What follows belongs to an exercise in optimizing a design on an open flow for small area and few clock cycles per item; a production flow would make more cautious choices.
In this exercise RTL edits were held to simulation tests only and were not proved equivalent to the original.
No activity file was given, so power comes from the tool's default toggle rates.

==> flow/design.v (excerpt) <==
module xy_stepper_line_interpolator #(
  parameter int unsigned POS_BITS = 24
) (
  input  logic                       clk_i,
  input  logic                       rst_ni,
  input  logic                       s_axis_tvalid,
  output logic                       s_axis_tready,
  input  logic [((2*POS_BITS+7)/8)*8-1:0] s_axis_tdata,
  input  logic [1:0]                 s_axis_tuser,
  output logic                       m_axis_tvalid,
  input  logic                       m_axis_tready,
  output logic [((2*POS_BITS+6+7)/8)*8-1:0] m_axis_tdata,
  input  logic                       cfg_valid_i,
  output logic                       cfg_ready_o,
  input  logic [1:0]                 cfg_index_i,
  input  logic [POS_BITS-2:0]        cfg_data_i
);
  localparam int unsigned OUT_BITS = ((2*POS_BITS+6+7)/8)*8;
  logic                       s_fire;
  logic                       m_vld_q, wr_q, core_busy, core_planned;
  logic                       x_pol, y_pol;
  logic [POS_BITS-2:0]        x_lim, y_lim;
  xyli_pkg::flags_t           flags;
  logic signed [POS_BITS-1:0] pos_x, pos_y;
  assign s_axis_tready = (!m_vld_q || m_axis_tready) && !core_busy && !wr_q;
  assign s_fire        = s_axis_tvalid && s_axis_tready;
  assign cfg_ready_o   = 1'b1;
  always_ff @(posedge clk_i or negedge rst_ni) begin
    if (!rst_ni) begin
      m_vld_q <= 1'b0;
      wr_q    <= 1'b0;
    end else begin
      m_vld_q <= (s_fire && !s_axis_tuser[0]) || core_planned || (m_vld_q && !m_axis_tready);
      wr_q    <= cfg_valid_i;
    end
  end
  xyli_cfg #(
    .POS_BITS (POS_BITS)
  ) u_cfg (
    .clk_i      (clk_i),
    .rst_ni     (rst_ni),
    .wr_en_i    (cfg_valid_i),
    .wr_index_i (xyli_pkg::cfg_reg_e'(cfg_index_i)),
    .wr_data_i  (cfg_data_i),
    .x_pol_o    (x_pol),
    .y_pol_o    (y_pol),
    .x_lim_o    (x_lim),
    .y_lim_o    (y_lim)
  );
  xyli_core #(
    .POS_BITS (POS_BITS)
  ) u_core (
    .clk_i   (clk_i),
    .rst_ni  (rst_ni),
    .en_i    (s_fire),
    .busy_o    (core_busy),
    .planned_o (core_planned),
    .op_i    (xyli_pkg::op_e'(s_axis_tuser[0])),
    .rel_i   (s_axis_tuser[1]),
    .tgt_x_i (s_axis_tdata[POS_BITS-1:0]),
    .tgt_y_i (s_axis_tdata[2*POS_BITS-1:POS_BITS]),
    .x_pol_i (x_pol),
    .y_pol_i (y_pol),
    .x_lim_i (x_lim),
    .y_lim_i (y_lim),
  ...
Size: about 0.017 sq mm of cells after synthesis.
clock: 9.0 ns
lec_check: 0
cap_margin: 20
core_margin: 2
core_utilization: 40
cts_buf_list: sky130_fd_sc_hd__clkbuf_4
cts_cluster_diameter: 60
cts_cluster_size: 10
slew_margin: 20
standard.sh (not shown) runs the stock make flow with config.mk's settings and CLKGATE_MAP_FILE= SYNTH_SCRIPT=/design/flow/synth_recipe.tcl, a recipe that flattens the netlist after the stock synthesis.
==> flow/flow/run.sh <==
#!/bin/bash
# The standard layout (the standard.sh), with the port buffers that ORFS puts on every
# input and output made the smallest buffer cell instead of the delay buffer it picks itself.
set -e
export BUFFER_PORTS_ARGS="-buffer_cell sky130_fd_sc_hd__buf_1"
bash standard.sh > standard.log 2>&1
Testbench counts at the start, summed over its fixed seeds: cycles 24,928, items 24,276.
Next try:
--- a/flow/config.mk
+++ b/flow/config.mk
@@ -7,8 +7,9 @@
 export LEC_CHECK = 0
-export CAP_MARGIN = 20
+export ABC_AREA = 1
+export CAP_MARGIN = 5
 export CORE_MARGIN = 2
 export CORE_UTILIZATION = 40
-export CTS_BUF_LIST = sky130_fd_sc_hd__clkbuf_4
-export CTS_CLUSTER_DIAMETER = 60
-export CTS_CLUSTER_SIZE = 10
-export SLEW_MARGIN = 20
+export CTS_BUF_LIST = sky130_fd_sc_hd__clkbuf_8
+export CTS_CLUSTER_DIAMETER = 80
+export CTS_CLUSTER_SIZE = 15
+export SLEW_MARGIN = 5
Outcome:
- sequential power fell by about 5%
- combinational power fell by about 20%
- synthesized cell count came out higher by about 22%
- clock-buffer cell count falls by 24
- via count grows by 10%
- die area goes down by about 0.4%
- design area fell by about 2.3%
- power is lower by about 15%
- first-iteration DRC count rose by about 9%
Next try:
--- a/flow/config.mk
+++ b/flow/config.mk
@@ -7,4 +7,3 @@
 export LEC_CHECK = 0
-export ABC_AREA = 1
-export CAP_MARGIN = 5
+export CAP_MARGIN = 20
 export CORE_MARGIN = 2
@@ -14,2 +13,3 @@
 export CTS_CLUSTER_SIZE = 15
-export SLEW_MARGIN = 5
+export PLACE_DENSITY = 0.8
+export SLEW_MARGIN = 20
=>
- sequential share of layout area is lower by 0.60 points
- die area goes up by 0.41%
- global-route usage falls by 0.95 points
- worst setup slack degrades by 71 ps
- synthesized cell count went down by 18%
Next try:
--- a/flow/config.mk
+++ b/flow/config.mk
@@ -9,3 +9,3 @@
 export CORE_MARGIN = 2
-export CORE_UTILIZATION = 40
+export CORE_UTILIZATION = 50
 export CTS_BUF_LIST = sky130_fd_sc_hd__clkbuf_8
@@ -13,3 +13,2 @@
 export CTS_CLUSTER_SIZE = 15
-export PLACE_DENSITY = 0.8
 export SLEW_MARGIN = 20
Outcome: The changed run went through all stages and came out clean; synthesized cell count does not change; utilization came out higher by 11 points; register-to-register slack loses 20 ps.
Next try:
--- a/flow/config.mk
+++ b/flow/config.mk
@@ -9,3 +9,3 @@
 export CORE_MARGIN = 2
-export CORE_UTILIZATION = 50
+export CORE_UTILIZATION = 40
 export CTS_BUF_LIST = sky130_fd_sc_hd__clkbuf_8
=> The new run ran to the end with no violations; power falls by 0.61%; final cell count climbs by 4.2%; global-route usage fell by 4.9 points.

what the ideal ports hide:
Ports are ideal in the flow. The routed layouts listed here were re-timed in OpenROAD.
Step 1: set_driving_cell puts a clkbuf_16 on clk_i and a buf_2 on each other input, an assumption about the parent block.
Step 2 adds t to the input delays and takes it off the output delays; t is the mean of the earliest and latest rising clock arrival at the registers after step 1. Input paths then give back, and output paths get back, about the clock's delay inside the block.
Slacks: no drivers / after step 1 / after step 2; pairs: no drivers / after step 1.
| run | t (ns) | slack for setup (ns) | worst setup path after step 2 | latest minus earliest clock arrival (ns) | worst register clock-pin slew, ns |
|---|---|---|---|---|---|
| the first run | 0.769 | 0.506 / 0.506 / 0.055 | input to register | 0.042 / 0.042 | 0.12 / 0.12 |
| the second run | 0.601 | 0.530 / 0.530 / 0.063 | input to register | 0.040 / 0.040 | 0.12 / 0.12 |
| the third run | 0.583 | 0.458 / 0.458 / -0.056 | input to register | 0.037 / 0.037 | 0.12 / 0.12 |
| the fourth run | 0.603 | 0.442 / 0.442 / 0.116 | input to register | 0.028 / 0.027 | 0.11 / 0.11 |
| the fifth run | 0.583 | 0.477 / 0.477 / 0.018 | input to register | 0.019 / 0.019 | 0.11 / 0.11 |
Met with ideal ports but missed after step 2: setup timing in the third run. The setup slack of the third run, which loses most, moves by 0.000 ns with the drivers and by -0.514 ns with both steps.
